From an optimization exercise on the open Yosys and OpenROAD flow, aimed at small area, a short achievable clock period and few clock cycles per item; shortcuts taken in it are not production practice. Function was checked by simulation only, so behaviour that the tests miss may differ from the original.

==> flow/design.v <==
`default_nettype none
package rau_pkg;
    localparam int OPERAND_WIDTH_DEF = 16;
    localparam int ACTION_WIDTH = 3;
    localparam logic [ACTION_WIDTH-1:0] ACT_ADD = 3'd0;
    localparam logic [ACTION_WIDTH-1:0] ACT_SUB = 3'd1;
    localparam logic [ACTION_WIDTH-1:0] ACT_MUL = 3'd2;
    localparam logic [ACTION_WIDTH-1:0] ACT_DIV = 3'd3;
    localparam logic [ACTION_WIDTH-1:0] ACT_INC = 3'd4;
    localparam logic [ACTION_WIDTH-1:0] ACT_DEC = 3'd5;
endpackage
`default_nettype wire
`default_nettype none
import rau_pkg::*;
module rational_arithmetic_unit #(
    parameter int OPERAND_WIDTH = rau_pkg::OPERAND_WIDTH_DEF
) (
    input  wire logic                       aclk,
    input  wire logic                       aresetn,
    input  wire logic                       s_valid,
    output logic                            s_ready,
    input  wire logic [rau_pkg::ACTION_WIDTH-1:0] s_action,
    input  wire logic signed [OPERAND_WIDTH-1:0] s_first_numerator,
    input  wire logic signed [OPERAND_WIDTH-1:0] s_first_denominator,
    input  wire logic signed [OPERAND_WIDTH-1:0] s_second_numerator,
    input  wire logic signed [OPERAND_WIDTH-1:0] s_second_denominator,
    output logic                            m_valid,
    input  wire logic                       m_ready,
    output logic signed [2*OPERAND_WIDTH:0] m_result_numerator,
    output logic signed [2*OPERAND_WIDTH:0] m_result_denominator,
    output logic                            m_zero_over_zero
);
    localparam int OW = OPERAND_WIDTH;    
    localparam int NW = 2 * OW + 1;       
    localparam int DW = 2 * OW;           
    localparam int PW = OW + 4;           
    localparam int QW = OW + 3;           
    localparam int K  = 3;                
    function automatic logic [1:0] tzk(input logic [K:0] v);
        tzk = K[1:0];
        for (int i = K - 1; i >= 1; i = i - 1)
            if (v[i]) tzk = i[1:0];
    endfunction
    typedef enum logic [1:0] {F_IDLE, F_MUL, F_FIX, F_DONE} fst_t;
    fst_t fst_reg;
    logic [2:0] cnt_reg;
    logic       fund_reg;                 
    logic       fsub_reg;                 
    logic       fq_reg;                   
    logic       fdf_reg;                  
    logic       fsd_reg;                  
    logic       fsn_reg;                  
    logic       fnzn_reg, fnzd_reg;       
    logic signed [OW-1:0] fn1_reg, fd1_reg;
    logic [OW-1:0] mb_reg, mf_reg;
    logic          pb_reg, pf_reg;        
    logic signed [PW-1:0] accn_reg;
    logic signed [QW-1:0] accd_reg;
    logic          take;                  
    function automatic logic [OW+1:0] bpp(input logic [2:0] t, input logic neg_in,
                                          input logic signed [OW-1:0] a);
        logic [OW+1:0] ae, mag;
        logic neg;
        ae  = {{2{a[OW-1]}}, a};
        mag = (t == 3'b011 || t == 3'b100) ? (ae << 1) : (t[1] ^ t[0]) ? ae : '0;
        neg = (t[2] && !(t[1] && t[0])) ^ neg_in;
        bpp = neg ? ~mag : mag;
    endfunction
    function automatic logic bneg(input logic [2:0] t, input logic neg_in);
        bneg = (t[2] && !(t[1] && t[0])) ^ neg_in;
    endfunction
    logic [2:0]    tb, tf, tn, tc;
    logic [OW+1:0] ppb, ppf, ppc;
    logic          ngb, ngf, ngc;
    logic signed [PW-1:0] sumn;
    logic signed [QW-1:0] sumd;
    assign tb   = {mb_reg[1:0], pb_reg};
    assign tf   = {mf_reg[1:0], pf_reg};
    assign tn   = fq_reg ? tf : 3'b000;
    assign tc   = fdf_reg ? tf : tb;
    assign ppb  = bpp(tb, 1'b0, fn1_reg);
    assign ppf  = bpp(tn, fsub_reg, fd1_reg);
    assign ppc  = bpp(tc, fsd_reg, fd1_reg);
    assign ngb  = bneg(tb, 1'b0);
    assign ngf  = bneg(tn, fsub_reg);
    assign ngc  = bneg(tc, fsd_reg);
    assign sumn = accn_reg + {{(PW-OW-2){ppb[OW+1]}}, ppb} + {{(PW-OW-2){ppf[OW+1]}}, ppf} + PW'(ngb) + PW'(ngf);
    assign sumd = accd_reg + {{(QW-OW-2){ppc[OW+1]}}, ppc} + QW'(ngc);
    logic [NW-1:0] fnum, fnum_neg;
    logic [DW-1:0] fan, fad;
    assign fnum     = {accn_reg[OW:0], mb_reg};
    assign fnum_neg = ~fnum + NW'(1);
    assign fan      = {accn_reg[OW-1:0], mb_reg};
    assign fad      = {accd_reg[OW-1:0], mf_reg};
    logic          fboth_even;
    logic [1:0]    fsp;
    logic [DW-1:0] fan_sh, fad_sh;
    assign fboth_even = !mb_reg[0] && !mf_reg[0] && fnzn_reg && fnzd_reg;
    assign fsp        = tzk(mb_reg[K:0] | mf_reg[K:0]);
    assign fan_sh     = fan >> fsp;
    assign fad_sh     = fad >> fsp;
    logic sd_in;
    always_comb begin
        case (s_action)
            ACT_DIV:          sd_in = s_first_denominator[OW-1] ^ s_second_numerator[OW-1];
            ACT_INC, ACT_DEC: sd_in = s_first_denominator[OW-1];
            default:          sd_in = s_first_denominator[OW-1] ^ s_second_denominator[OW-1];
        endcase
    end
    assign s_ready = (fst_reg == F_IDLE);
    always_ff @(posedge aclk) begin
        if (!aresetn) begin
            fst_reg <= F_IDLE;
        end else begin
            case (fst_reg)
                F_IDLE: if (s_valid) fst_reg <= (s_action[2] && s_action[1]) ? F_DONE : F_MUL;
                F_MUL:  if (cnt_reg == 3'd7) fst_reg <= F_FIX;
                F_FIX:  fst_reg <= F_DONE;
                F_DONE: if (take) fst_reg <= F_IDLE;
                default: fst_reg <= F_IDLE;
            endcase
        end
        case (fst_reg)
            F_IDLE: begin
                fn1_reg  <= s_first_numerator;
                fd1_reg  <= s_first_denominator;
                fund_reg <= s_action[2] && s_action[1];
                fsub_reg <= s_action[0];
                fq_reg   <= !(s_action == ACT_MUL || s_action == ACT_DIV);
                fdf_reg  <= s_action == ACT_MUL || s_action == ACT_DIV;
                fsd_reg  <= sd_in;
                case (s_action)
                    ACT_ADD, ACT_SUB, ACT_DIV: begin
                        mb_reg <= s_second_denominator; mf_reg <= s_second_numerator;
                    end
                    ACT_MUL: begin
                        mb_reg <= s_second_numerator; mf_reg <= s_second_denominator;
                    end
                    default: begin
                        mb_reg <= OW'(1); mf_reg <= OW'(1);
                    end
                endcase
                pb_reg <= 1'b0; pf_reg <= 1'b0;
                accn_reg <= '0; accd_reg <= '0;
                cnt_reg <= '0;
                fnzn_reg <= 1'b0; fnzd_reg <= 1'b0; fsn_reg <= 1'b0;
            end
            F_MUL: begin
                accn_reg <= sumn >>> 2;
                accd_reg <= sumd >>> 2;
                mb_reg <= {sumn[1:0], mb_reg[OW-1:2]};
                mf_reg <= {sumd[1:0], mf_reg[OW-1:2]};
                pb_reg <= mb_reg[1]; pf_reg <= mf_reg[1];
                cnt_reg <= cnt_reg + 3'd1;
            end
            F_FIX: begin
                fsn_reg  <= fnum[NW-1];
                fnzn_reg <= fnum != '0;
                fnzd_reg <= fad != '0;
                if (fnum[NW-1]) {accn_reg[OW:0], mb_reg} <= fnum_neg;
            end
            F_DONE: begin
                if (fboth_even) begin
                    {accn_reg[OW-1:0], mb_reg} <= fan_sh;
                    {accd_reg[OW-1:0], mf_reg} <= fad_sh;
                end
            end
            default: ;
        endcase
    end
    logic          run_reg;               
    logic [DW-1:0] x_reg, x_next;
    logic [DW-1:0] y_reg, y_next;
    logic [NW-1:0] cx1_reg, cx1_next, cy1_reg, cy1_next;
    logic [DW-1:0] cx2_reg, cx2_next, cy2_reg, cy2_next;
    logic          zoz_reg, zoz_next;
    logic          zx_reg, zx_next;       
    logic [NW-1:0] dxy, dyx;
    logic          ge, xe;
    logic [DW-1:0] v;
    logic [1:0]    s;
    logic [NW-1:0] c1;
    logic [DW-1:0] c2;
    assign dxy = {1'b0, x_reg} - {1'b0, y_reg};
    assign dyx = {1'b0, y_reg} - {1'b0, x_reg};
    assign ge  = !dxy[NW-1];
    assign xe  = !x_reg[0];
    assign v   = xe ? x_reg : (ge ? dxy[DW-1:0] : dyx[DW-1:0]);
    assign s   = tzk(xe ? x_reg[K:0] : dxy[K:0]);
    assign c1  = (xe || ge) ? cx1_reg : cy1_reg;
    assign c2  = (xe || ge) ? cx2_reg : cy2_reg;
    logic          swap, zoz_in, zero_in;
    logic [NW-1:0] sn;
    logic [DW-1:0] sd;
    assign swap    = !fad[0] && fnzn_reg;
    assign zoz_in  = !fund_reg && !fnzn_reg && !fnzd_reg;
    assign zero_in = fund_reg || (swap ? !fnzd_reg : !fnzn_reg);
    assign sn      = fsn_reg ? '1 : NW'(1);
    assign sd      = fsd_reg ? '1 : DW'(1);
    logic done;
    assign done    = run_reg && zx_reg;
    assign m_valid = done;
    assign take    = (fst_reg == F_DONE) && !fboth_even && (!run_reg || (done && m_ready));
    always_comb begin
        x_next = v >> s;
        y_next = (!xe && !ge) ? x_reg : y_reg;
        cx1_next = c1 << s;
        cx2_next = c2 << s;
        cy1_next = xe ? cy1_reg : cx1_reg + cy1_reg;
        cy2_next = xe ? cy2_reg : cx2_reg + cy2_reg;
        zx_next = zx_reg || (x_reg[0] && x_reg == y_reg);
        zoz_next = zoz_reg;
        if (take) begin
            zoz_next = zoz_in;
            zx_next  = zero_in || zoz_in;
            if (fund_reg || zoz_in) begin
                x_next = '0; cy1_next = '0; cy2_next = '0;
            end else if (!swap) begin
                x_next = fan; y_next = fad;
                cx1_next = sn; cx2_next = '0; cy1_next = '0; cy2_next = sd;
            end else begin
                x_next = fad; y_next = fan;
                cx1_next = '0; cx2_next = sd; cy1_next = sn; cy2_next = '0;
            end
        end
    end
    always_ff @(posedge aclk) begin
        if (!aresetn) begin
            run_reg <= 1'b0;
        end else begin
            if (take)                run_reg <= 1'b1;
            else if (done && m_ready) run_reg <= 1'b0;
        end
        x_reg <= x_next; y_reg <= y_next;
        cx1_reg <= cx1_next; cx2_reg <= cx2_next; cy1_reg <= cy1_next; cy2_reg <= cy2_next;
        zoz_reg <= zoz_next; zx_reg <= zx_next;
    end
    assign m_result_numerator   = cy1_reg;
    assign m_result_denominator = {cy2_reg[DW-1], cy2_reg};
    assign m_zero_over_zero     = zoz_reg;
endmodule
`default_nettype wire
==> flow/run.sh <==
#!/bin/bash
# synth_recipe.tcl (not shown) runs the flow's synth.tcl, then flattens the netlist and writes it again
# the make line also repeats each setting of config.mk as NAME=value (left out here)
make -C /OpenROAD-flow-scripts/flow DESIGN_CONFIG=/design/flow/config.mk WORK_HOME=/design/flow/orfs CLKGATE_MAP_FILE= SYNTH_SCRIPT=/design/flow/synth_recipe.tcl finish
==> flow/config.mk <==
export PLATFORM = sky130hd
export DESIGN_NAME = rational_arithmetic_unit
export DESIGN_NICKNAME = rational_arithmetic_unit
export VERILOG_FILES = /design/flow/design.v
export SDC_FILE = /design/flow/constraint.sdc
export NUM_CORES = 4
export LEC_CHECK = 0
export ABC_CLOCK_PERIOD_IN_PS = 4000
export CAP_MARGIN = 20
export CORE_MARGIN = 2
export CORE_UTILIZATION = 40
export SETUP_SLACK_MARGIN = 5
export SLEW_MARGIN = 20
==> flow/constraint.sdc <==
create_clock -name core_clock -period 10.0 [get_ports {aclk}]
set_input_delay 2.0000 -clock core_clock [delete_from_list [all_inputs] [get_ports {aclk}]]
set_output_delay 2.0000 -clock core_clock [all_outputs]
set_load 0.01 [all_outputs]
==> results of run 1 <==
==> final cells by class <==
type                    count  share of cell area
well taps                 873             0.03549
clock inverters            16            0.007643
flip-flops and latches    311              0.2602
inverters                 172             0.02098
clock buffers              57             0.03663
repair buffers            189             0.05822
multi-input cells        2563              0.5808
==> how the worst max path moves through the flow <==
| stage | slack [ns] | cells past startpoint | to |
|---|---|---|---|
| finish | 5.12 | 10 | x_reg[23] |
| detailed placement | 3.96 | 8 | cy2_reg[17] |
| global route | 4.92 | 20 | accn_reg[15] |
| floorplan | 5.05 | 19 | accn_reg[14] |
| global placement | 4.04 | 8 | cy2_reg[12] |
| CTS | 5.01 | 19 | accn_reg[14] |
==> routing by layer <==
metal / vias up / GRT usage / share of wire / wire length [um]
li1: 12146 / - / - / -
met1: 11954 / 0.3059 / 0.43 / 36630
met2: 851 / 0.3878 / 0.47 / 39470
met3: 167 / 0.02601 / 0.059 / 4977
met4: 0 / 0.08795 / 0.038 / 3216
met5: - / 0 / 0 / 0
==> tightest hold or removal path: cells and delay by family, from the launching register on <==
| family | cells | cell delay (ns) |
|---|---|---|
| DFF | 1 | 0.33 |
| AOI/OAI and AO/OA | 2 | 0.19 |
==> synth_stat cells (77+ instances only) <==
cell and count:
a211oi_1 81, a21oi_1 347, and2_1 77, clkbuf_1 175
dfxtp_1 133, edfxtp_1 178, ha_1 174, inv_1 172
nand2_1 290, nor2_1 196, o21ai_0 277, xnor2_1 119
==> what timing repair did <==
item | in CTS | in global routing
gates resized for setup | 16 | 14
cloned | 0 | 1
pin swaps | 2 | 4
setup buffers | 5 | 15
endpoints found under the setup margin | 130 | 98
==> cells by family (layout without fill, tap and decap cells) <==
group	count (synthesis)	after routing
buffers and inverters	416	434
flip-flops	311	311
multiplexers	137	137
AO/OA/AOI/OAI	1205	1206
AND/OR/NAND/NOR	836	836
XOR/XNOR	187	187
adder cells (fa/ha/maj)	197	197
==> flow_summary.json, run 1 <==
{
  "yosys_warnings": 1,
  "die_area_sq_mm": 0.07023,
  "layout-drive-gt1-share": 0.07709,
  "antenna_found_initial": 0,
  "worstPathMaxFanout": 20,
  "antenna_left": 0,
  "fmax_mhz": 204.8,
  "cp_slowest_cell": "nor2_1",
  "drt_wl_total_um": 84290,
  "diodes": 0,
  "placed_cell_area_sq_mm": 0.02909,
  "yosys.area.top_type": "edfxtp_1",
  "ys_top_cells_by_area": "edfxtp_1, dfxtp_1, ha_1",
  "die_w_um": 265.0,
  "synth_cells": 3289,
  "slew_violations": 0,
  "clock_latency_ns": 0.58,
  "hold_depth": 2,
  "most-common-layout-cells": "a21oi_1, nand2_1, o21ai_0",
  "synth_top_area_frac": 0.1962,
  "synth_top_family_by_area": "compound AO/OA/AOI/OAI gates",
  "multiInputGateArea_sq_mm": 0.01787,
  "grt_overflow_total": 0,
  "grt_pass1_wl_um": 132500,
  "min_to": "y_reg[16]",
  "cts_tree": "done",
  "synth_edf_count": 178,
  "synth_fa_ha_area_frac": 0.09679,
  "dp_hpwl_um": 59400,
  "yosysUniqueCellTypes": 82,
  "cts_buffer_depth": 3,
  "rsz0062_at_grt": "yes",
  "synth_flop_cell": "edfxtp_1",
  "synth_xor_area_frac": 0.06010,
  "grt_pass1_vias": 23292,
  "worst_pin_slew_ns": 1.096,
  "async_flop_share": 0,
  "synthMuxAreaShare": 0.05331,
  "grt_max_degree": 150,
  "area_growth_pct": 12.94,
  "critical_path_arrival_ns": 5.38,
  "ys_ff_latch": 311,
  "clock-root-buffer": "clkbuf_16",
  "worstRegToRegCells": 22,
  "vias": 25118,
  "synth_compound_area_frac": 0.2888,
  "synth_nets": 3557,
  "skew_ns": 0.02326,
  "reg2reg_slack_ns": 5.26,
  "fin_area_sq_mm": 0.03078,
  "io_pins": 140,
  "routedWlPerCell_um": 20.16,
  "gp_congestion": 0.9759,
  "worstHoldStart": "x_reg[16]",
  "hp-class": "flip-flop to flip-flop",
  "synth.avg_cell_area_sq_um": 8.285,
  "fp.dieH_um": 265.0,
  "period_share": 0.4884,
  "cts_made_buffers": 40,
  "crit-reg2reg-capture": "accn_reg[16]",
  "htreeDepth": 2,
  "layout_setup_ws_ns": 5.116,
  "port_buffers": 139,
  "slew_headroom": 0.2692,
  "synthSimpleGateAreaFrac": 0.1464,
  "finalNonFillerCells": 4181,
  "grtUsageTotal": 0.2314,
  "fp-row-count": 95,
  "nets": 3545,
  "cts_sinks": 311,
  "post-route-util": 0.4574,
  "critPathTopFamily": "simple AND/OR/NAND/NOR gates",
  "whs_ns": 0.5547,
  "finalSetupViolCount": 0,
  "hold_violations": 0,
  "place_ws_ns": 3.962,
  "dp.cells": 4087,
  "worstReg2RegStart": "mf_reg[0]",
  "viasPerCell": 6.008,
  "clkTransAtPathRegs_ns": 0.06,
  "post_synth_instance_area_sq_mm": 0.02725,
  "drt_iter0_markers": 2185,
  "regArea_sq_mm": 0.008009,
  "crit_buf_inv": 3,
  "drv_cap": 0,
  "start_util": 0.4050,
  "layout_commonest_cell": "a21oi_1",
  "status": "finished clean",
  "crit_start": "m_ready",
  "drc": 0,
  "fillers": 6625,
  "required_ns": 10.50,
  "drtPass1Iterations": 8,
  "crit_chain": "clkdlybuf4s50_1, a21boi_0, nand2b_1, buf_4, inv_2, nor2_1, nand2_1, nor2_1, a21oi_1, o211ai_1",
  "slowest_delay_ns": 0.83,
  "critPathKind": "primary input to flip-flop",
  "cts-hold-fix-buffers": 0,
  "endpoint_kind": "flip-flop",
  "cp-start-kind": "primary input",
  "ys_seq_area_frac": 0.2939,
  "core_sq_mm": 0.06728,
  "finalSetupTns_ns": 0,
  "fin_crit_ns": 4.884,
  "critPathMostFrequentCell": "nor2_1"
}
Testbench counts, summed over its fixed seeds: cycles 26,948, items 1,500.
==> run 2: changes to the inputs <==
--- a/flow/design.v
+++ b/flow/design.v
@@ -55,3 +55,2 @@
     logic [OW-1:0] mb_reg, mf_reg;
-    logic          pb_reg, pf_reg;        
     logic signed [PW-1:0] accn_reg;
@@ -59,31 +58,39 @@
     logic          take;                  
-    function automatic logic [OW+1:0] bpp(input logic [2:0] t, input logic neg_in,
-                                          input logic signed [OW-1:0] a);
-        logic [OW+1:0] ae, mag;
-        logic neg;
+    function automatic logic [2:0] bdec(input logic [2:0] t, input logic neg_in);
+        logic one, two, neg;
+        one = t[1] ^ t[0];
+        two = (t == 3'b011) || (t == 3'b100);
+        neg = (t[2] && !(t[1] && t[0])) ^ neg_in;
+        bdec = {neg, two, one};
+    endfunction
+    function automatic logic [OW+1:0] bpp(input logic [2:0] d, input logic signed [OW-1:0] a);
+        logic [OW+1:0] ae;
         ae  = {{2{a[OW-1]}}, a};
-        mag = (t == 3'b011 || t == 3'b100) ? (ae << 1) : (t[1] ^ t[0]) ? ae : '0;
-        neg = (t[2] && !(t[1] && t[0])) ^ neg_in;
-        bpp = neg ? ~mag : mag;
+        bpp = ((d[0] ? ae : '0) | (d[1] ? (ae << 1) : '0)) ^ {(OW+2){d[2]}};
     endfunction
-    function automatic logic bneg(input logic [2:0] t, input logic neg_in);
-        bneg = (t[2] && !(t[1] && t[0])) ^ neg_in;
-    endfunction
-    logic [2:0]    tb, tf, tn, tc;
+    logic [2:0]    db_reg, dn_reg, dc_reg;    
+    logic [2:0]    tb_nx, tf_nx;
     logic [OW+1:0] ppb, ppf, ppc;
-    logic          ngb, ngf, ngc;
     logic signed [PW-1:0] sumn;
     logic signed [QW-1:0] sumd;
-    assign tb   = {mb_reg[1:0], pb_reg};
-    assign tf   = {mf_reg[1:0], pf_reg};
-    assign tn   = fq_reg ? tf : 3'b000;
-    assign tc   = fdf_reg ? tf : tb;
-    assign ppb  = bpp(tb, 1'b0, fn1_reg);
-    assign ppf  = bpp(tn, fsub_reg, fd1_reg);
-    assign ppc  = bpp(tc, fsd_reg, fd1_reg);
-    assign ngb  = bneg(tb, 1'b0);
-    assign ngf  = bneg(tn, fsub_reg);
-    assign ngc  = bneg(tc, fsd_reg);
-    assign sumn = accn_reg + {{(PW-OW-2){ppb[OW+1]}}, ppb} + {{(PW-OW-2){ppf[OW+1]}}, ppf} + PW'(ngb) + PW'(ngf);
-    assign sumd = accd_reg + {{(QW-OW-2){ppc[OW+1]}}, ppc} + QW'(ngc);
+    assign tb_nx = {mb_reg[3:2], mb_reg[1]};
+    assign tf_nx = {mf_reg[3:2], mf_reg[1]};
+    assign ppb  = bpp(db_reg, fn1_reg);
+    assign ppf  = bpp(dn_reg, fd1_reg);
+    assign ppc  = bpp(dc_reg, fd1_reg);
+    assign sumn = accn_reg + {{(PW-OW-2){ppb[OW+1]}}, ppb} + {{(PW-OW-2){ppf[OW+1]}}, ppf}
+                  + PW'(db_reg[2]) + PW'(dn_reg[2]);
+    assign sumd = accd_reg + {{(QW-OW-2){ppc[OW+1]}}, ppc} + QW'(dc_reg[2]);
+    logic          q_in, sub_in, df_in;
+    logic [OW-1:0] b_in, f_in;
+    assign q_in   = !(s_action == ACT_MUL || s_action == ACT_DIV);
+    assign df_in  = s_action == ACT_MUL || s_action == ACT_DIV;
+    assign sub_in = s_action[0];
+    always_comb begin
+        case (s_action)
+            ACT_ADD, ACT_SUB, ACT_DIV: begin b_in = s_second_denominator; f_in = s_second_numerator; end
+            ACT_MUL:                   begin b_in = s_second_numerator; f_in = s_second_denominator; end
+            default:                   begin b_in = OW'(1); f_in = OW'(1); end
+        endcase
+    end
     logic [NW-1:0] fnum, fnum_neg;
@@ -127,18 +134,11 @@
                 fund_reg <= s_action[2] && s_action[1];
-                fsub_reg <= s_action[0];
-                fq_reg   <= !(s_action == ACT_MUL || s_action == ACT_DIV);
-                fdf_reg  <= s_action == ACT_MUL || s_action == ACT_DIV;
+                fsub_reg <= sub_in;
+                fq_reg   <= q_in;
+                fdf_reg  <= df_in;
                 fsd_reg  <= sd_in;
-                case (s_action)
-                    ACT_ADD, ACT_SUB, ACT_DIV: begin
-                        mb_reg <= s_second_denominator; mf_reg <= s_second_numerator;
-                    end
-                    ACT_MUL: begin
-                        mb_reg <= s_second_numerator; mf_reg <= s_second_denominator;
-                    end
-                    default: begin
-                        mb_reg <= OW'(1); mf_reg <= OW'(1);
-                    end
-                endcase
-                pb_reg <= 1'b0; pf_reg <= 1'b0;
+                mb_reg   <= b_in;
+                mf_reg   <= f_in;
+                db_reg   <= bdec({b_in[1:0], 1'b0}, 1'b0);
+                dn_reg   <= q_in ? bdec({f_in[1:0], 1'b0}, sub_in) : {sub_in, 2'b00};
+                dc_reg   <= bdec(df_in ? {f_in[1:0], 1'b0} : {b_in[1:0], 1'b0}, sd_in);
                 accn_reg <= '0; accd_reg <= '0;
@@ -152,3 +152,5 @@
                 mf_reg <= {sumd[1:0], mf_reg[OW-1:2]};
-                pb_reg <= mb_reg[1]; pf_reg <= mf_reg[1];
+                db_reg <= bdec(tb_nx, 1'b0);
+                dn_reg <= fq_reg ? bdec(tf_nx, fsub_reg) : {fsub_reg, 2'b00};
+                dc_reg <= bdec(fdf_reg ? tf_nx : tb_nx, fsd_reg);
                 cnt_reg <= cnt_reg + 3'd1;
--- a/flow/config.mk
+++ b/flow/config.mk
@@ -10,3 +10,3 @@
 export CORE_MARGIN = 2
-export CORE_UTILIZATION = 40
+export CORE_UTILIZATION = 65
 export SETUP_SLACK_MARGIN = 5
==> run 2 against run 1 <==
  * Largest cell class unchanged
  * Critical endpoint is now x_reg[26]
  * Die area fell by 41%
  * Count of clock-buffer cells in the layout fell by 4
  * Global-route usage is 14 points higher
  * Via count is 3.3% lower
  * Routed wire length fell by 7.3%
  * First-iteration DRC count increased by 30%
  * Non-clock buffer count shrank 18
==> flow_summary.json, run 2 <==
{
  "status": "finished clean",
  "clock-root-buffer": "clkbuf_16",
  "start_util": 0.6616,
  "slew_headroom": 0.2656,
  "met1_usage": 0.4929,
  "cts_buffer_depth": 3,
  "area_growth_pct": 10.70,
  "synthMostInstantiatedCell": "o21ai_0",
  "port_buffers": 139,
  "fin_crit_ns": 4.813,
  "most-common-layout-cells": "o21ai_0, nand2_1, nor2_1",
  "grt_max_degree": 126,
  "drc": 0,
  "cts_tree": "done",
  "die_w_um": 202.8,
  "hold_violations": 0,
  "grt_overflow_total": 0,
  "grt_busiest_layer": "met2",
  "drt_wl_total_um": 78140,
  "dp_hpwl_um": 55520,
  "cts_sinks": 318,
  "endpoint_kind": "flip-flop",
  "gp_congestion": 0.9949,
  "synth_flop_cell": "edfxtp_1",
  "worst_pin_slew_ns": 1.092,
  "worstPathMaxFanout": 63,
  "yosysUniqueCellTypes": 81,
  "nets": 3300,
  "async_flop_share": 0,
  "yosys.area.top_type": "edfxtp_1",
  "slew_violations": 0,
  "synth_nets": 3315,
  "fp.dieH_um": 202.8,
  "io_pins": 140,
  "grt_pass1_vias": 22859,
  "yosys_warnings": 1,
  "routedWlPerCell_um": 21.84,
  "layout_commonest_cell": "o21ai_0",
  "critPathKind": "flip-flop to flip-flop",
  "synth.avg_cell_area_sq_um": 8.431,
  "required_ns": 10.45,
  "crit_path_end": "x_reg[26]",
  "finalSetupTns_ns": 0,
  "fmax_mhz": 207.8,
  "dp.cells": 3507,
  "synth_cells": 3047,
  "ys_ff_latch": 318,
  "synth_top_area_frac": 0.2163,
  "vias": 24296,
  "cts-hold-fix-buffers": 0,
  "clock_latency_ns": 0.56,
  "antenna_found_initial": 0,
  "core_sq_mm": 0.03883,
  "htreeDepth": 2,
  "finalNonFillerCells": 3578,
  "rsz0062_at_grt": "no",
  "grt_pass1_wl_um": 123300,
  "diodes": 0,
  "grtUsageMet2": 0.5996,
  "synth_edf_count": 185,
  "drtPass1Iterations": 9,
  "reg2reg_slack_ns": 5.19,
  "grtUsageTotal": 0.3727,
  "antenna_left": 0,
  "fillers": 2962,
  "crit_start": "x_reg[0]",
  "layout-drive-gt1-share": 0.04673,
  "clkTransAtPathRegs_ns": 0.06,
  "period_share": 0.4813,
  "cp-start-kind": "flip-flop",
  "crit-reg2reg-capture": "x_reg[26]",
  "post_synth_instance_area_sq_mm": 0.02569,
  "skew_ns": 0.01488,
  "cts_made_buffers": 38,
  "worstRegToRegCells": 18,
  "hp-class": "flip-flop to flip-flop",
  "critical_path_arrival_ns": 5.27,
  "fp-row-count": 72,
  "viasPerCell": 6.790,
  "synth_commonest_cells": "o21ai_0, nand2_1, nor2_1, a21oi_1",
  "ys_seq_area_frac": 0.3199,
  "worstReg2RegStart": "x_reg[0]",
  "ys_top_cells_by_area": "edfxtp_1, dfxtp_1, ha_1",
  "finalSetupViolCount": 0,
  "drt_iter0_markers": 2843,
  "drv_cap": 0,
  "die_area_sq_mm": 0.04113,
  "met3_usage": 0.06228
}
==> run 2: changes by cell type after synthesis, moves of 58 or more <==
cell / change
mux2i_1: +74
and2_1: -63
a311oi_1: -58
a211oi_1: -62
a21oi_1: -155
mux2_2: -58
==> run 2: cells by family (layout without fill, tap and decap cells) <==
kind of cell    count (synthesis)  count (layout)  synth area share
mux                           155             155           0.06171
simple gates                  775             775            0.1375
compound gates               1029            1029            0.2573
fa+ha+maj                     197             197            0.1027
flops                         318             318            0.3199
xor+xnor                      185             185           0.06308
buf+inv                       388             401           0.05786
==> run 2: critical path, stage by stage (launching register included) <==
cell and delay (ns):
dfxtp_2 0.33, buf_6 0.38, clkinvlp_4 0.44, ha_1 0.33
inv_1 0.07, fa_1 0.20, a21oi_1 0.10, o211ai_1 0.20
buf_4 0.18, nor4_1 0.07, o31ai_4 0.47, nor2_4 0.05
buf_6 0.25, or3b_2 0.49, a31oi_1 0.15, a211oi_1 0.07
xor2_1 0.22, mux4_2 0.48, a21o_1 0.19
==> run 2: stage by stage <==
step	setup WS, ns	hold slack (ns)	util	cell area (sq um)
floorplan	5.270	0.4991	-	25690
global placement	4.923	0.5400	0.6992	27150
detailed placement	4.741	0.5537	0.6995	27160
CTS	5.056	0.5621	0.7309	28380
global route	4.970	0.5809	0.7324	28440
finish	5.187	0.5593	0.7324	28440
==> run 2: area by class of cell <==
type / count / area, sq um / area share
Multi-Input combinational cell: 2341 / 16100 / 0.5662
Sequential cell: 318 / 8219 / 0.2890
Timing Repair Buffer: 171 / 1659 / 0.05834
Clock buffer: 53 / 1100 / 0.03868
Tap cell: 518 / 648.1 / 0.02279
Inverter: 162 / 611.8 / 0.02152
Clock inverter: 15 / 96.34 / 0.003388
==> run 2: metal layers <==
layer,vias to the layer above,wire (um)
met5,-,0
met4,0,3615
met3,237,7418
met2,1343,35740
met1,11535,31370
li1,11181,-
==> run 2: worst min path at each step <==
stage	from	end	depth (start not counted)
2_1_floorplan	zx_reg	zx_reg	2
3_3_place_gp	y_reg[29]	y_reg[29]	2
3_5_place_dp	y_reg[5]	y_reg[5]	2
4_1_cts	y_reg[23]	y_reg[23]	2
5_1_grt	cnt_reg[0]	cnt_reg[0]	1
6_report	y_reg[17]	y_reg[17]	2
==> run 2: what timing repair did <==
item,4_1_cts,5_1_grt
setup endpoints to repair,58,76
setup buffers,0,3
pin swaps,0,1
resized for setup,5,6
Testbench counts of run 2, summed over its fixed seeds: cycles 26,948, items 1,500.
==> run 3: changes to the inputs <==
--- a/flow/config.mk
+++ b/flow/config.mk
@@ -10,3 +10,3 @@
 export CORE_MARGIN = 2
-export CORE_UTILIZATION = 65
+export CORE_UTILIZATION = 40
 export SETUP_SLACK_MARGIN = 5
==> run 3 against run 2 <==
  * Register-to-register slack gained 0.19 ns
  * Final cell count up 9.4%
  * Die area grew 61%
  * Critical path depth decreased by 9
  * Sequential cell count stayed put
  * Utilization fell by 27 points
  * Cell area grew 2.1%
  * Global-route usage shrank 13 points
==> flow_summary.json, run 3 <==
{
  "whs_ns": 0.5596,
  "rsz0062_at_grt": "no",
  "cp-start-kind": "primary input",
  "ys_top_cells_by_area": "edfxtp_1, dfxtp_1, ha_1",
  "die_area_sq_mm": 0.06627,
  "htreeDepth": 2,
  "clock_latency_ns": 0.58,
  "slew_headroom": 0.2938,
  "grtUsageTotal": 0.2421,
  "synth_cells": 3047,
  "finalNonFillerCells": 3913,
  "synth.avg_cell_area_sq_um": 8.431,
  "synth_flop_cell": "edfxtp_1",
  "drv_cap": 0,
  "fp-row-count": 92,
  "yosys.area.top_type": "edfxtp_1",
  "required_ns": 10.40,
  "skew_ns": 0.03605,
  "slew_violations": 0,
  "cts_sinks": 318,
  "io_pins": 140,
  "fillers": 6078,
  "critPathKind": "primary input to flip-flop",
  "drt_iter0_markers": 2461,
  "fmax_mhz": 212.8,
  "ys_seq_area_frac": 0.3199,
  "cts_tree": "done",
  "ys_ff_latch": 318,
  "hold_violations": 0,
  "most-common-layout-cells": "o21ai_0, nand2_1, nor2_1",
  "vias": 23611,
  "grt_overflow_total": 0,
  "layout_commonest_cell": "o21ai_0",
  "worstPathMaxFanout": 65,
  "die_w_um": 257.4,
  "antenna_left": 0,
  "drtPass1Iterations": 10,
  "drc": 0,
  "period_share": 0.4699,
  "viasPerCell": 6.034,
  "synthMostInstantiatedCell": "o21ai_0",
  "synth_nets": 3315,
  "antenna_found_initial": 0,
  "grt_pass1_vias": 22377,
  "clkTransAtPathRegs_ns": 0.06,
  "post_synth_instance_area_sq_mm": 0.02569,
  "start_util": 0.4058,
  "clock-root-buffer": "clkbuf_16",
  "grt_max_degree": 97,
  "drt_wl_total_um": 83180,
  "endpoint_kind": "flip-flop",
  "dp_hpwl_um": 60280,
  "cts_made_buffers": 40,
  "yosys_warnings": 1,
  "status": "finished clean",
  "async_flop_share": 0,
  "finalSetupTns_ns": 0,
  "fin_crit_ns": 4.699,
  "grt_pass1_wl_um": 128200,
  "nets": 3301,
  "critical_path_arrival_ns": 5.09,
  "port_buffers": 139,
  "cts_buffer_depth": 3,
  "synth_edf_count": 185,
  "area_growth_pct": 12.99,
  "dp.cells": 3835,
  "layout-drive-gt1-share": 0.05026,
  "synth_top_area_frac": 0.2163,
  "yosysUniqueCellTypes": 81,
  "worst_pin_slew_ns": 1.057,
  "core_sq_mm": 0.06331,
  "fp.dieH_um": 257.4,
  "synth_commonest_cells": "o21ai_0, nand2_1, nor2_1, a21oi_1",
  "routedWlPerCell_um": 21.26,
  "finalSetupViolCount": 0,
  "post-route-util": 0.4585,
  "hp-class": "flip-flop to flip-flop",
  "gp_congestion": 0.9228
}
run 3: changes by cell type in the layout (fill, tap and decap cells not counted), sizes merged:
cell and delta:
clkbuf -1, buf -2, diode +3, bufinv +4, nor2 +1, clkinv +2
run 3: through the flow:
stage          area, sq um  worst slack [ns]
2_1_floorplan        25690             5.270
3_3_place_gp         27570             4.831
3_5_place_dp         27570             4.740
4_1_cts              28980             5.160
5_1_grt              29020             5.001
6_report             29030             5.301
run 3: cell families after synthesis:
family | share of synthesized area
AO/OA/AOI/OAI | 0.2573
AND/OR/NAND/NOR | 0.1375
buffers and inverters | 0.05786
flip-flops | 0.3199
adder cells (fa/ha/maj) | 0.1027
XOR/XNOR | 0.06308
multiplexers | 0.06171
run 3: final cells by class:
cell class | count | area (sq um) | share of cell area
multi-input combinational | 2342 | 16110 | 0.5550
sequential | 318 | 8219 | 0.2832
timing repair buffer | 169 | 1624 | 0.05595
clock buffer | 52 | 1127 | 0.03884
tap | 846 | 1059 | 0.03647
inverter | 162 | 611.8 | 0.02108
clock inverter | 21 | 267.8 | 0.009225
antenna | 3 | 7.507 | 0.0002586
run 3: metal layers:
| metal | part of all wire | track usage | wire length (um) |
|---|---|---|---|
| met5 | 0 | 0 | 0 |
| met3 | 0.071 | 0.03211 | 5876 |
| met4 | 0.035 | 0.08815 | 2951 |
| met1 | 0.43 | 0.3245 | 36100 |
| met2 | 0.46 | 0.3982 | 38250 |
run 3: worst paths after layout:
| check | cells after the start | slack, ns | end | from |
|---|---|---|---|---|
| worst min-delay path | 2 | 0.56 | y_reg[15] | y_reg[15] |
| worst min register to register | 2 | 0.56 | y_reg[15] | y_reg[15] |
| worst max-delay path | 9 | 5.30 | cy2_reg[1] | m_ready |
| worst max register to register | 17 | 5.38 | x_reg[26] | x_reg[0] |
run 3: what timing repair did:
| item | in CTS | in global routing |
|---|---|---|
| endpoints found under the hold margin | 0 | 0 |
| setup endpoints to repair | 14 | 12 |
| gates resized for setup | 1 | 5 |
| setup buffers | 1 | 0 |
| pin swaps | 1 | 0 |
| hold buffers | 0 | 0 |
| gates cloned | 1 | 0 |
run 3: critical path, stage by stage:
cell	delay, ns
clkdlybuf4s50_1	0.45
a21boi_0	0.10
nand2b_1	0.17
buf_4	0.27
nor3_2	0.22
and2_2	0.20
buf_4	0.53
nand2_1	0.82
o21ai_0	0.30
==> run 4: changes to the inputs <==
==> flow/flow/run.sh (new file) <==
#!/bin/bash
set -e
export SETUP_SLACK_MARGIN=6
bash standard.sh > standard.log 2>&1
==> flow/standard.sh (new file) <==
#!/bin/bash
# synth_recipe.tcl (not shown) runs the flow's synth.tcl, then flattens the netlist and writes it again
# the make line also repeats each setting of config.mk as NAME=value (left out here)
make -C /OpenROAD-flow-scripts/flow DESIGN_CONFIG=/design/flow/config.mk WORK_HOME=/design/flow/orfs CLKGATE_MAP_FILE= SYNTH_SCRIPT=/design/flow/synth_recipe.tcl "${@:-finish}"
--- a/flow/config.mk
+++ b/flow/config.mk
@@ -11,3 +11,2 @@
 export CORE_UTILIZATION = 40
-export SETUP_SLACK_MARGIN = 5
 export SLEW_MARGIN = 20
removed: flow/run.sh
==> run 4 against run 3 <==
  * Hold slack improved by 0.0032 ns
  * Area after synthesis did not move
  * Maximum frequency rose by 18%
==> flow_summary.json, run 4 <==
{
  "cts_made_buffers": 41,
  "diodes": 0,
  "fmax_mhz": 250.3,
  "slew_violations": 0,
  "clkTransAtPathRegs_ns": 0.07,
  "hold_violations": 0,
  "start_util": 0.4058,
  "fin_crit_ns": 3.995,
  "endpoint_kind": "flip-flop",
  "layout_commonest_cell": "o21ai_0",
  "synth_nets": 3315,
  "ys_seq_area_frac": 0.3199,
  "rsz0062_at_grt": "yes",
  "synth_top_area_frac": 0.2163,
  "gp_congestion": 0.9564,
  "whs_ns": 0.5628,
  "nets": 3380,
  "yosys_warnings": 1,
  "vias": 24553,
  "finalSetupTns_ns": 0,
  "synth_commonest_cells": "o21ai_0, nand2_1, nor2_1, a21oi_1",
  "skew_ns": 0.02896,
  "finalSetupViolCount": 0,
  "yosys.area.top_type": "edfxtp_1",
  "grt_pass1_vias": 22847,
  "layout-drive-gt1-share": 0.1186,
  "viasPerCell": 6.152,
  "worst_pin_slew_ns": 1.072,
  "worstPathMaxFanout": 5,
  "critPathKind": "flip-flop to flip-flop",
  "dp_hpwl_um": 62870,
  "grt_overflow_total": 0,
  "cts_tree": "done",
  "area_growth_pct": 19.60,
  "cp-start-kind": "flip-flop",
  "drc": 0,
  "synth_flop_cell": "edfxtp_1",
  "cts_buffer_depth": 3,
  "critPathMostFrequentCell": "buf_12",
  "critical_path_arrival_ns": 4.48,
  "grtUsageTotal": 0.2608,
  "drt_iter0_markers": 2718,
  "drtPass1Iterations": 10,
  "required_ns": 10.48,
  "drt_wl_total_um": 91510,
  "async_flop_share": 0,
  "cp_slowest_cell": "nor4_4",
  "core_sq_mm": 0.06331,
  "yosysUniqueCellTypes": 81,
  "port_buffers": 139,
  "antenna_left": 0,
  "cts_sinks": 318,
  "clock-root-buffer": "clkbuf_16",
  "io_pins": 140,
  "crit_chain": "buf_12, clkinvlp_4, ha_4, inv_2, fa_2, a21oi_2, o211ai_1, nor4_4, o31ai_4, nor2_4, buf_12, or3b_4, a2bb2oi_4, xnor2_2, mux4_2, a21o_1",
  "routedWlPerCell_um": 22.93,
  "synth.avg_cell_area_sq_um": 8.431,
  "drv_cap": 0,
  "antenna_found_initial": 0,
  "grt_max_degree": 97,
  "ys_ff_latch": 318,
  "die_area_sq_mm": 0.06627,
  "post_synth_instance_area_sq_mm": 0.02569,
  "slew_headroom": 0.2851,
  "clock_latency_ns": 0.59,
  "fp.dieH_um": 257.4,
  "hp-class": "flip-flop to flip-flop",
  "synth_edf_count": 185,
  "htreeDepth": 2,
  "synthMostInstantiatedCell": "o21ai_0",
  "most-common-layout-cells": "o21ai_0, nand2_1, nor2_1",
  "die_w_um": 257.4,
  "slowest_delay_ns": 0.48,
  "grt_pass1_wl_um": 137000,
  "status": "finished clean",
  "fp-row-count": 92,
  "synth_cells": 3047,
  "ys_top_cells_by_area": "edfxtp_1, dfxtp_1, ha_1",
  "period_share": 0.3995
}
## run 4: cell counts after synthesis
No cell type changed its count.
## run 4: kinds of logic (layout without fill, tap and decap cells)
family / after synthesis / count (layout) / share of synthesized area
multiplexers: 155 / 155 / 0.06171
AO/OA/AOI/OAI: 1029 / 1029 / 0.2573
flip-flops: 318 / 318 / 0.3199
adder cells (fa/ha/maj): 197 / 197 / 0.1027
buffers and inverters: 388 / 486 / 0.05786
XOR/XNOR: 185 / 185 / 0.06308
AND/OR/NAND/NOR: 775 / 775 / 0.1375
## run 4: layout make-up
| class | count | area (sq um) |
|---|---|---|
| clock buffer | 62 | 1207 |
| sequential | 318 | 8228 |
| timing repair buffer | 248 | 2541 |
| tap | 846 | 1059 |
| fill | 6030 | 32590 |
| clock inverter | 14 | 125.1 |
| multi-input combinational | 2341 | 16950 |
| inverter | 162 | 611.8 |
## run 4: what timing repair did
action / in CTS / in global routing
setup endpoints to repair: 205 / 161
hold buffers: 0 / 0
buffers inserted: 32 / 41
gates cloned: 2 / 8
resized for setup: 87 / 143
endpoints found under the hold margin: 0 / 0
pin swaps: 8 / 71
## run 4: metrics by stage
step                area, sq um  setup slack, ns  cells    util
floorplan                 25700            5.957   3047       -
global placement          27550            4.810   3832  0.4351
detailed placement        27550            4.674   3832  0.4352
CTS                       29550            5.882   3942  0.4668
global route              30720            5.900   3991  0.4853
finish                    30720            6.005   3991  0.4853
## run 4: routing by layer
layer | up-vias | wire length [um] | global-route usage
met2 | 1186 | 41410 | 0.4205
met3 | 195 | 7908 | 0.04078
met4 | 0 | 3097 | 0.07402
met1 | 11819 | 39090 | 0.3610
met5 | - | 0 | 0
li1 | 11353 | - | -
## run 4: worst max-delay path, delay by kind of cell (launching register included)
family	cells	cell delay (ns)
muxes	1	0.48
buffers and inverters	4	0.47
AOI/OAI and AO/OA	5	0.87
xor gates and xnor gates	1	0.10
DFF	1	0.36
and+or+nand+nor	3	1.10
adders and majority gates	2	0.51
## run 4: worst paths after layout
path,startpoint,to,slack (ns),depth (start not counted)
max,x_reg[0],x_reg[26],6.01,16
min,y_reg[3],y_reg[3],0.56,2
max reg2reg,x_reg[0],x_reg[26],6.01,16
min reg2reg,y_reg[3],y_reg[3],0.56,2
==> run 5: changes to the inputs <==
--- a/flow/design.v
+++ b/flow/design.v
@@ -102,8 +102,6 @@
     logic          fboth_even;
-    logic [1:0]    fsp;
     logic [DW-1:0] fan_sh, fad_sh;
     assign fboth_even = !mb_reg[0] && !mf_reg[0] && fnzn_reg && fnzd_reg;
-    assign fsp        = tzk(mb_reg[K:0] | mf_reg[K:0]);
-    assign fan_sh     = fan >> fsp;
-    assign fad_sh     = fad >> fsp;
+    assign fan_sh     = fan >> 1;
+    assign fad_sh     = fad >> 1;
     logic sd_in;
==> flow/run.sh (new file) <==
#!/bin/bash
# synth_recipe.tcl (not shown) runs the flow's synth.tcl, then flattens the netlist and writes it again
# the make line also repeats each setting of config.mk as NAME=value (left out here)
make -C /OpenROAD-flow-scripts/flow DESIGN_CONFIG=/design/flow/config.mk WORK_HOME=/design/flow/orfs CLKGATE_MAP_FILE= SYNTH_SCRIPT=/design/flow/synth_recipe.tcl finish
--- a/flow/config.mk
+++ b/flow/config.mk
@@ -11,2 +11,3 @@
 export CORE_UTILIZATION = 40
+export SETUP_SLACK_MARGIN = 5
 export SLEW_MARGIN = 20
removed: flow/flow/run.sh
removed: flow/standard.sh
==> run 5 against run 4 <==
  * Setup slack worse by 0.82 ns
  * Utilization shrank 3.0 points
  * Final cell count is 7.9% lower
  * Maximum frequency decreased by 17%
  * Non-clock buffer count decreased by 83
  * First-iteration DRC count shrank 19%
  * Cell area shrank 8.8%
  * Global-route usage fell by 2.7 points
  * Sequential share of layout area grew 2.6 points
==> flow_summary.json, run 5 <==
{
  "status": "finished clean",
  "drv_cap": 0,
  "required_ns": 10.46,
  "placed_cell_area_sq_mm": 0.02674,
  "die_w_um": 253.0,
  "fp-row-count": 91,
  "rsz0062_at_grt": "no",
  "synthMostInstantiatedCell": "nor2_1",
  "vias": 22086,
  "cts_sinks": 318,
  "yosys.area.top_type": "edfxtp_1",
  "clkTransAtPathRegs_ns": 0.06,
  "hold_violations": 0,
  "slew_headroom": 0.2991,
  "clock_latency_ns": 0.58,
  "skew_ns": 0.02153,
  "cts_setup_buffers": 0,
  "place_ws_ns": 4.375,
  "gp_congestion": 0.9189,
  "drt_wl_total_um": 75900,
  "synth_compound_area_frac": 0.2575,
  "ys_ff_latch": 318,
  "synth_fa_ha_area_frac": 0.1063,
  "fmax_mhz": 207.6,
  "grt_max_degree": 72,
  "yosysUniqueCellTypes": 88,
  "cts-hold-fix-buffers": 0,
  "layout_commonest_cell": "nor2_1",
  "synth_edf_count": 185,
  "layout_setup_ws_ns": 5.183,
  "cp-start-kind": "flip-flop",
  "async_flop_share": 0,
  "worst_pin_slew_ns": 1.049,
  "yosys_warnings": 1,
  "post_synth_instance_area_sq_mm": 0.02481,
  "ys_top_cells_by_area": "edfxtp_1, dfxtp_1, ha_1",
  "antenna_left": 0,
  "synth_cells": 2835,
  "routedWlPerCell_um": 20.65,
  "cts_tree": "done",
  "start_util": 0.4035,
  "fin_crit_ns": 4.817,
  "grt_pass1_vias": 21631,
  "cts_made_buffers": 39,
  "worstPathMaxFanout": 69,
  "grtUsageTotal": 0.2334,
  "critical_path_arrival_ns": 5.27,
  "period_share": 0.4817,
  "finalSetupViolCount": 0,
  "htreeDepth": 2,
  "ys_seq_area_frac": 0.3313,
  "most-common-layout-cells": "nor2_1, o21ai_0, edfxtp_1",
  "slew_violations": 0,
  "drc": 0,
  "layout-drive-gt1-share": 0.04471,
  "endpoint_kind": "flip-flop",
  "drt_iter0_markers": 2189,
  "fin_area_sq_mm": 0.02801,
  "port_buffers": 139,
  "die_area_sq_mm": 0.06403,
  "synth.avg_cell_area_sq_um": 8.750,
  "synth_flop_cell": "edfxtp_1",
  "grt_overflow_total": 0,
  "grt_pass1_wl_um": 120400,
  "synthMuxAreaShare": 0.05200,
  "io_pins": 140,
  "area_growth_pct": 12.91,
  "synthSimpleGateAreaFrac": 0.1274,
  "clock-root-buffer": "clkbuf_16",
  "fp.dieH_um": 253.0,
  "cts_buffer_depth": 3,
  "synth_nets": 3103,
  "antenna_found_initial": 5,
  "hp-class": "flip-flop to flip-flop",
  "drtPass1Iterations": 11,
  "synth_top_family_by_area": "compound AO/OA/AOI/OAI gates",
  "dp_hpwl_um": 54890,
  "viasPerCell": 6.008,
  "finalSetupTns_ns": 0,
  "core_sq_mm": 0.06148,
  "critPathKind": "flip-flop to flip-flop",
  "nets": 3122,
  "synth_commonest_cells": "nor2_1, o21ai_0, edfxtp_1, a21oi_1, ha_1",
  "synth_xor_area_frac": 0.06990,
  "synth_top_area_frac": 0.2239
}
## run 5: changes by cell type in the layout (fill, tap and decap cells not counted), moves of 25 or more
cell	delta
o221ai_1	+56
o21ai_0	-73
a31oi_1	-42
a22oi_1	+35
a221oi_1	-31
nor2_1	+97
nand2_1	-149
buf_4	-59
ha_1	+25
## run 5: cell type report
type	instances	area [sq um]
repair buffers	165	1610
flip-flops and latches	318	8219
well taps	790	988.4
multi-input cells	2159	15310
inverters	171	641.9
fillers	6002	33470
clock inverters	16	121.4
clock buffers	56	1112
diodes	1	2.502
## run 5: worst paths after layout
path	start	cells after the start	end	slack [ns]
worst max-delay path	x_reg[0]	16	x_reg[27]	5.18
worst min-delay path	x_reg[5]	2	y_reg[5]	0.56
worst max register to register	x_reg[0]	16	x_reg[27]	5.18
worst min register to register	x_reg[5]	2	y_reg[5]	0.56
## run 5: routing by layer
layer / up-vias / part of all wire / global-route usage
li1: 10517 / - / -
met1: 10633 / 0.44 / 0.3080
met2: 803 / 0.47 / 0.3969
met3: 127 / 0.065 / 0.03228
met4: 6 / 0.025 / 0.06746
met5: - / 0.00057 / 0
## run 5: kinds of logic after synthesis
family,Yosys count
AO/OA/AOI/OAI,949
XOR/XNOR,198
buffers and inverters,358
adder cells (fa/ha/maj),197
flip-flops,318
multiplexers,128
AND/OR/NAND/NOR,687
## run 5: stage by stage
step | utilization | std cells | hold WS [ns]
floorplan | - | 2835 | 0.4740
global placement | 0.4347 | 3602 | 0.5311
detailed placement | 0.4348 | 3603 | 0.5422
CTS | 0.4552 | 3675 | 0.5549
global route | 0.4555 | 3675 | 0.5767
finish | 0.4556 | 3676 | 0.5640
## run 5: critical path, cell delays in order (launching register included)
cell	delay, ns
dfxtp_2	0.33
buf_12	0.19
inv_2	0.28
ha_1	0.23
inv_1	0.06
fa_1	0.46
nand3_1	0.14
a21oi_1	0.11
o311a_1	0.38
o31a_1	0.43
nor2_2	0.26
buf_6	0.32
mux2_2	0.40
a211oi_1	0.43
xnor2_1	0.18
nor2b_1	0.16
a211o_1	0.27
## run 5: repair_timing
action / CTS / global route
gates resized for setup: 3 / 6
setup endpoints to repair: 51 / 83
pin swaps: 0 / 1
hold endpoints to repair: 0 / 0
Testbench counts of run 5, summed over its fixed seeds: cycles 27,044, items 1,500.
==> run 6: changes to the inputs <==
==> flow/flow/run.sh (new file) <==
#!/bin/bash
set -e
export SETUP_SLACK_MARGIN=7
bash standard.sh > standard.log 2>&1
==> flow/standard.sh (new file) <==
#!/bin/bash
# synth_recipe.tcl (not shown) runs the flow's synth.tcl, then flattens the netlist and writes it again
# the make line also repeats each setting of config.mk as NAME=value (left out here)
make -C /OpenROAD-flow-scripts/flow DESIGN_CONFIG=/design/flow/config.mk WORK_HOME=/design/flow/orfs CLKGATE_MAP_FILE= SYNTH_SCRIPT=/design/flow/synth_recipe.tcl "${@:-finish}"
--- a/flow/config.mk
+++ b/flow/config.mk
@@ -11,3 +11,2 @@
 export CORE_UTILIZATION = 40
-export SETUP_SLACK_MARGIN = 5
 export SLEW_MARGIN = 20
removed: flow/run.sh
==> run 6 against run 5 <==
  * Still clean on timing, DRC and antenna
  * Register-to-register slack better by 1.1 ns
  * Routed wire length up 26%
  * Area after synthesis unchanged
  * Sequential share of layout area down 6.2 points
  * Sequential cell count unchanged
  * Critical path depth down 1
  * Non-clock buffer count up 357
  * Via count up 15%
  * Global-route usage up 4.2 points
  * Maximum frequency up 30%
  * Cell area up 28%
  * First-iteration DRC count up 20%
  * Critical path type unchanged
  * Critical endpoint is now accn_reg[9]
  * Largest cell class unchanged
==> flow_summary.json, run 6 <==
{
  "finalSetupViolCount": 0,
  "critical_path_arrival_ns": 3.99,
  "cp-start-kind": "flip-flop",
  "gp_congestion": 0.9346,
  "yosys_warnings": 1,
  "synth_cells": 2835,
  "synthMostInstantiatedCell": "nor2_1",
  "worstPathMaxFanout": 5,
  "viasPerCell": 6.235,
  "layout_commonest_cell": "nor2_1",
  "layout-drive-gt1-share": 0.3431,
  "drt_iter0_markers": 2620,
  "required_ns": 10.30,
  "drtPass1Iterations": 7,
  "grt_pass1_vias": 24059,
  "synth_commonest_cells": "nor2_1, o21ai_0, edfxtp_1, a21oi_1, ha_1",
  "cts_tree": "done",
  "die_area_sq_mm": 0.06403,
  "grt_overflow_total": 0,
  "min_to": "y_reg[31]",
  "slew_violations": 0,
  "clock_latency_ns": 0.57,
  "worst_pin_slew_ns": 1.400,
  "endpoint_kind": "flip-flop",
  "period_share": 0.3693,
  "rsz0062_at_grt": "yes",
  "grt_pass1_wl_um": 138400,
  "grtUsageTotal": 0.2749,
  "nets": 3509,
  "fp-row-count": 91,
  "cts-hold-fix-buffers": 0,
  "synth_nets": 3103,
  "clkTransAtPathRegs_ns": 0.06,
  "synth.avg_cell_area_sq_um": 8.750,
  "area_growth_pct": 44.21,
  "port_buffers": 139,
  "routedWlPerCell_um": 23.64,
  "fmax_mhz": 270.8,
  "async_flop_share": 0,
  "cts_buffer_depth": 3,
  "fin_crit_ns": 3.693,
  "crit-reg2reg-capture": "accn_reg[9]",
  "status": "finished clean",
  "most-common-layout-cells": "nor2_1, buf_4, edfxtp_1",
  "antenna_left": 0,
  "yosys.area.top_type": "edfxtp_1",
  "grt_max_degree": 72,
  "worstRegToRegCells": 15,
  "drv_cap": 0,
  "vias": 25314,
  "core_sq_mm": 0.06148,
  "post_synth_instance_area_sq_mm": 0.02481,
  "synth_flop_cell": "edfxtp_1",
  "ys_ff_latch": 318,
  "fp.dieH_um": 253.0,
  "htreeDepth": 2,
  "critPathKind": "flip-flop to flip-flop",
  "worstReg2RegStart": "dn_reg[0]",
  "diodes": 0,
  "dp_hpwl_um": 54840,
  "synth_top_area_frac": 0.2239,
  "ys_seq_area_frac": 0.3313,
  "ys_top_cells_by_area": "edfxtp_1, dfxtp_1, ha_1",
  "finalSetupTns_ns": 0,
  "slew_headroom": 0.06645,
  "antenna_found_initial": 0,
  "drt_wl_total_um": 95970,
  "hp-class": "flip-flop to flip-flop",
  "clock-root-buffer": "clkbuf_16",
  "worstHoldStart": "y_reg[31]",
  "io_pins": 140,
  "skew_ns": 0.02310,
  "drc": 0,
  "cts_made_buffers": 38,
  "die_w_um": 253.0,
  "hold_depth": 2,
  "fillers": 4978,
  "hold_violations": 0,
  "start_util": 0.4035,
  "reg2reg_slack_ns": 6.31,
  "yosysUniqueCellTypes": 88,
  "synth_edf_count": 185,
  "cts_sinks": 318
}
## run 6: cell counts after synthesis
Identical to the previous run, type by type.
## run 6: logic make-up after synthesis
| logic type | count (synthesis) | synth area share |
|---|---|---|
| xor gates and xnor gates | 198 | 0.06990 |
| AOI/OAI and AO/OA | 949 | 0.2575 |
| buffers and inverters | 358 | 0.05558 |
| adders and majority gates | 197 | 0.1063 |
| muxes | 128 | 0.05200 |
| DFF | 318 | 0.3313 |
| and+or+nand+nor | 687 | 0.1274 |
## run 6: area by class of cell
type	count	area (sq um)	area share
inverters	171	656.9	0.01836
clock buffers	51	1062	0.02969
repair buffers	522	5107	0.1428
flip-flops and latches	318	8277	0.2314
well taps	790	988.4	0.02763
clock inverters	18	145.1	0.004057
multi-input cells	2190	19540	0.5461
## run 6: worst max-delay path by stage
stage | from | cells past startpoint | slack, ns | end
2_1_floorplan | m_ready | 10 | 6.49 | x_reg[28]
3_3_place_gp | m_ready | 10 | 4.83 | x_reg[26]
3_5_place_dp | x_reg[0] | 14 | 4.90 | cx2_reg[30]
4_1_cts | dn_reg[0] | 15 | 6.34 | accn_reg[9]
5_1_grt | dn_reg[0] | 16 | 6.14 | accn_reg[9]
6_report | dn_reg[0] | 15 | 6.31 | accn_reg[9]
## run 6: stage by stage
| stage | instances | hold slack, ns | setup WS (ns) | util | area (sq um) |
|---|---|---|---|---|---|
| global route | 4060 | 0.5820 | 6.143 | 0.5819 | 35780 |
| floorplan | 2835 | 0.5042 | 6.493 | - | 25560 |
| CTS | 3931 | 0.5609 | 6.343 | 0.5353 | 32910 |
| detailed placement | 3594 | 0.5491 | 4.899 | 0.4392 | 27000 |
| finish | 4060 | 0.5452 | 6.307 | 0.5819 | 35780 |
| global placement | 3594 | 0.5356 | 4.827 | 0.4391 | 27000 |
## run 6: timing repair
action,4_1_cts,5_1_grt
buffers inserted,227,121
cloned,41,7
resized for setup,848,402
pin swaps,172,197
endpoints found under the setup margin,399,352
## run 6: per-layer routing
| metal | vias up | share of wire | global-route usage | routed length, um |
|---|---|---|---|---|
| met1 | 12278 | 0.40 | 0.3558 | 38580 |
| met2 | 1321 | 0.47 | 0.4577 | 45070 |
| met4 | 0 | 0.050 | 0.1192 | 4754 |
| li1 | 11368 | - | - | - |
| met5 | - | 0 | 0 | 0 |
| met3 | 347 | 0.079 | 0.03824 | 7577 |
## run 6: critical path: stages (launching register included)
cell and delay, ns:
edfxtp_1 0.52, a22oi_2 0.23, xor2_1 0.12, fa_1 0.61, inv_2 0.07, ha_4 0.27, and4_1 0.20, o21ai_2 0.07
and3_4 0.18, o41ai_4 0.24, nand2_1 0.15, nand2b_1 0.09, a21oi_1 0.08, xnor2_1 0.14, a222oi_1 0.37, nor2_1 0.09
==> run 7: changes to the inputs <==
==> flow/flow/run.sh (replaced) <==
#!/bin/bash
set -e
export SETUP_SLACK_MARGIN=6
bash standard.sh > standard.log 2>&1
==> run 7 against run 6 <==
  * Still clean on timing, DRC and antenna
  * Die area unchanged
  * Register-to-register slack worse by 0.19 ns
  * Via count is 9.9% lower
  * Maximum frequency fell by 5.9%
  * Area after synthesis stayed put
  * Sequential share of layout area grew 4.9 points
  * Synthesized cell count did not move
  * Sequential cell count stayed put
  * Highest routed layer unchanged
==> flow_summary.json, run 7 <==
{
  "status": "finished clean",
  "multiInputGateArea_sq_mm": 0.01569,
  "placed_cell_area_sq_mm": 0.02673,
  "drv_cap": 0,
  "worstHoldStart": "cnt_reg[0]",
  "worstReg2RegStart": "x_reg[0]",
  "synth_top_area_frac": 0.2239,
  "layout_setup_ws_ns": 6.074,
  "critical_path_arrival_ns": 4.37,
  "critPathKind": "primary input to flip-flop",
  "start_util": 0.4035,
  "yosysUniqueCellTypes": 88,
  "port_buffers": 139,
  "core_sq_mm": 0.06148,
  "hold_violations": 0,
  "finalSetupTns_ns": 0,
  "ys_ff_latch": 318,
  "cts-hold-fix-buffers": 0,
  "antenna_found_initial": 2,
  "most-common-layout-cells": "nor2_1, o21ai_0, edfxtp_1",
  "endpoint_kind": "flip-flop",
  "cts_made_buffers": 40,
  "clock_latency_ns": 0.57,
  "hp-class": "flip-flop to flip-flop",
  "htreeDepth": 2,
  "place_ws_ns": 4.497,
  "cts_buffer_depth": 3,
  "synth_commonest_cells": "nor2_1, o21ai_0, edfxtp_1, a21oi_1, ha_1",
  "ys_top_cells_by_area": "edfxtp_1, dfxtp_1, ha_1",
  "grt_pass1_wl_um": 125200,
  "worstPathMaxFanout": 18,
  "rsz0062_at_grt": "no",
  "dp_hpwl_um": 56000,
  "yosys.area.top_type": "edfxtp_1",
  "drc": 0,
  "synth_nets": 3103,
  "fp.dieH_um": 253.0,
  "regArea_sq_mm": 0.008223,
  "required_ns": 10.45,
  "crit-reg2reg-capture": "x_reg[12]",
  "synth_edf_count": 185,
  "area_growth_pct": 18.13,
  "async_flop_share": 0,
  "fp-row-count": 91,
  "gp_congestion": 0.9295,
  "vias": 22818,
  "viasPerCell": 6.095,
  "synthMostInstantiatedCell": "nor2_1",
  "cts_sinks": 318,
  "skew_ns": 0.02327,
  "fin_area_sq_mm": 0.02930,
  "reg2reg_slack_ns": 6.12,
  "io_pins": 140,
  "grtUsageTotal": 0.2468,
  "worstRegToRegCells": 16,
  "clkTransAtPathRegs_ns": 0.06,
  "fin_crit_ns": 3.926,
  "slew_headroom": 0.2996,
  "drtPass1Iterations": 11,
  "yosys_warnings": 1,
  "synth_cells": 2835,
  "hold_depth": 1,
  "grt_overflow_total": 0,
  "cp-start-kind": "primary input",
  "grt_max_degree": 72,
  "drt_iter0_markers": 2436,
  "layout-drive-gt1-share": 0.08875,
  "antenna_left": 0,
  "cts_tree": "done",
  "die_w_um": 253.0,
  "drt_wl_total_um": 82340,
  "post_synth_instance_area_sq_mm": 0.02481,
  "worst_pin_slew_ns": 1.051,
  "die_area_sq_mm": 0.06403,
  "routedWlPerCell_um": 21.99,
  "clock-root-buffer": "clkbuf_16",
  "fmax_mhz": 254.7,
  "fillers": 5822,
  "finalSetupViolCount": 0,
  "layout_commonest_cell": "nor2_1",
  "synth.avg_cell_area_sq_um": 8.750,
  "slew_violations": 0,
  "period_share": 0.3926,
  "grt_pass1_vias": 22101,
  "nets": 3189,
  "min_to": "cnt_reg[0]",
  "ys_seq_area_frac": 0.3313,
  "synth_flop_cell": "edfxtp_1"
}
-- run 7: cell count changes in the layout (fill, tap and decap cells not counted), sizes merged, moves of 2 or more --
cell / change
clkbuf: +13
bufbuf: -2
inv: +2
clkinv: -7
clkdlybuf4s50: +74
or2: -2
buf: -366
diode: +2
nand2: -25
-- run 7: cell families after synthesis --
logic type      count (synthesis)  share of synthesized area
buf+inv                       358                    0.05558
xor+xnor                      198                    0.06990
fa+ha+maj                     197                     0.1063
simple gates                  687                     0.1274
flops                         318                     0.3313
compound gates                949                     0.2575
mux                           128                    0.05200
-- run 7: per-stage QoR --
stage	utilization	hold slack [ns]	instances
2_1_floorplan	-	0.4740	2835
3_3_place_gp	0.4347	0.5300	3602
3_5_place_dp	0.4347	0.5489	3602
4_1_cts	0.4663	0.5571	3702
5_1_grt	0.4765	0.5631	3742
6_report	0.4766	0.5544	3744
-- run 7: how the worst max path moves through the flow --
stage	startpoint	endpoint	slack, ns	cells past startpoint
global placement	m_ready	cy2_reg[31]	4.53	10
detailed placement	m_ready	cy2_reg[31]	4.50	10
CTS	x_reg[0]	cx2_reg[5]	5.99	17
global route	dn_reg[0]	accn_reg[11]	5.98	15
finish	m_ready	x_reg[28]	6.07	13
floorplan	dn_reg[2]	accn_reg[11]	6.05	16
-- run 7: cell type report --
class | instances | share of cell area
inverters | 171 | 0.02224
multi-input cells | 2161 | 0.5355
clock buffers | 61 | 0.03932
clock inverters | 12 | 0.004611
well taps | 790 | 0.03373
diodes | 2 | 0.0001708
flip-flops and latches | 318 | 0.2806
repair buffers | 229 | 0.08381
-- run 7: repair_timing --
item,in CTS,in global routing
gates cloned,7,4
pin swaps,7,24
buffers inserted,20,36
endpoints found under the setup margin,177,128
resized for setup,61,65
-- run 7: per-layer routing --
metal  GRT usage  vias up  wire (um)  part of all wire
li1            -    10646          -                 -
met1      0.3248    11084      35140              0.43
met2      0.4192      928      39020              0.47
met3     0.03320      160       5761             0.070
met4     0.07675        0       2415             0.029
met5           0        -          0                 0
-- run 7: worst max-delay path, stage by stage --
cell	delay, ns
clkdlybuf4s50_1	0.51
a21boi_2	0.08
nand2b_4	0.15
buf_6	0.19
inv_4	0.12
buf_12	0.18
nor2_1	0.07
buf_6	0.20
a22oi_1	0.15
nor2_1	0.07
a211oi_1	0.19
o21ai_0	0.12
a311o_1	0.32

[separate check: timing with driven ports]
The results above use ideal ports. As a check the final layouts listed here were re-extracted and re-timed, cells and wires unchanged. Step 1: set_driving_cell puts a clkbuf_16 on aclk and a buf_2 on each other input, an assumption about the parent block. Step 2, shift: input delay + t, output delay - t, t = (earliest + latest rising clock arrival at the registers) / 2. This alone moves slack from input paths to output paths. Slacks: no drivers / after step 1 / after step 2; pairs: no drivers / after step 1.
run	t (ns)	setup slack, ns	slew at the worst register clock pin (ns)
run 1	0.633	5.116 / 5.155 / 4.522	0.06 / 0.06
run 2	0.613	5.187 / 5.187 / 4.687	0.06 / 0.06
run 3	0.619	5.301 / 5.328 / 4.709	0.07 / 0.07
run 4	0.632	6.005 / 6.005 / 5.487	0.07 / 0.07
run 5	0.633	5.183 / 5.183 / 4.682	0.06 / 0.06
run 6	0.619	6.307 / 6.307 / 6.032	0.07 / 0.07
run 7	0.617	6.074 / 6.108 / 5.491	0.06 / 0.06
After both steps setup and hold are still met in every run listed. For run 1, which loses most, drivers alone change the setup slack by +0.039 ns; drivers and shift together by -0.594 ns.
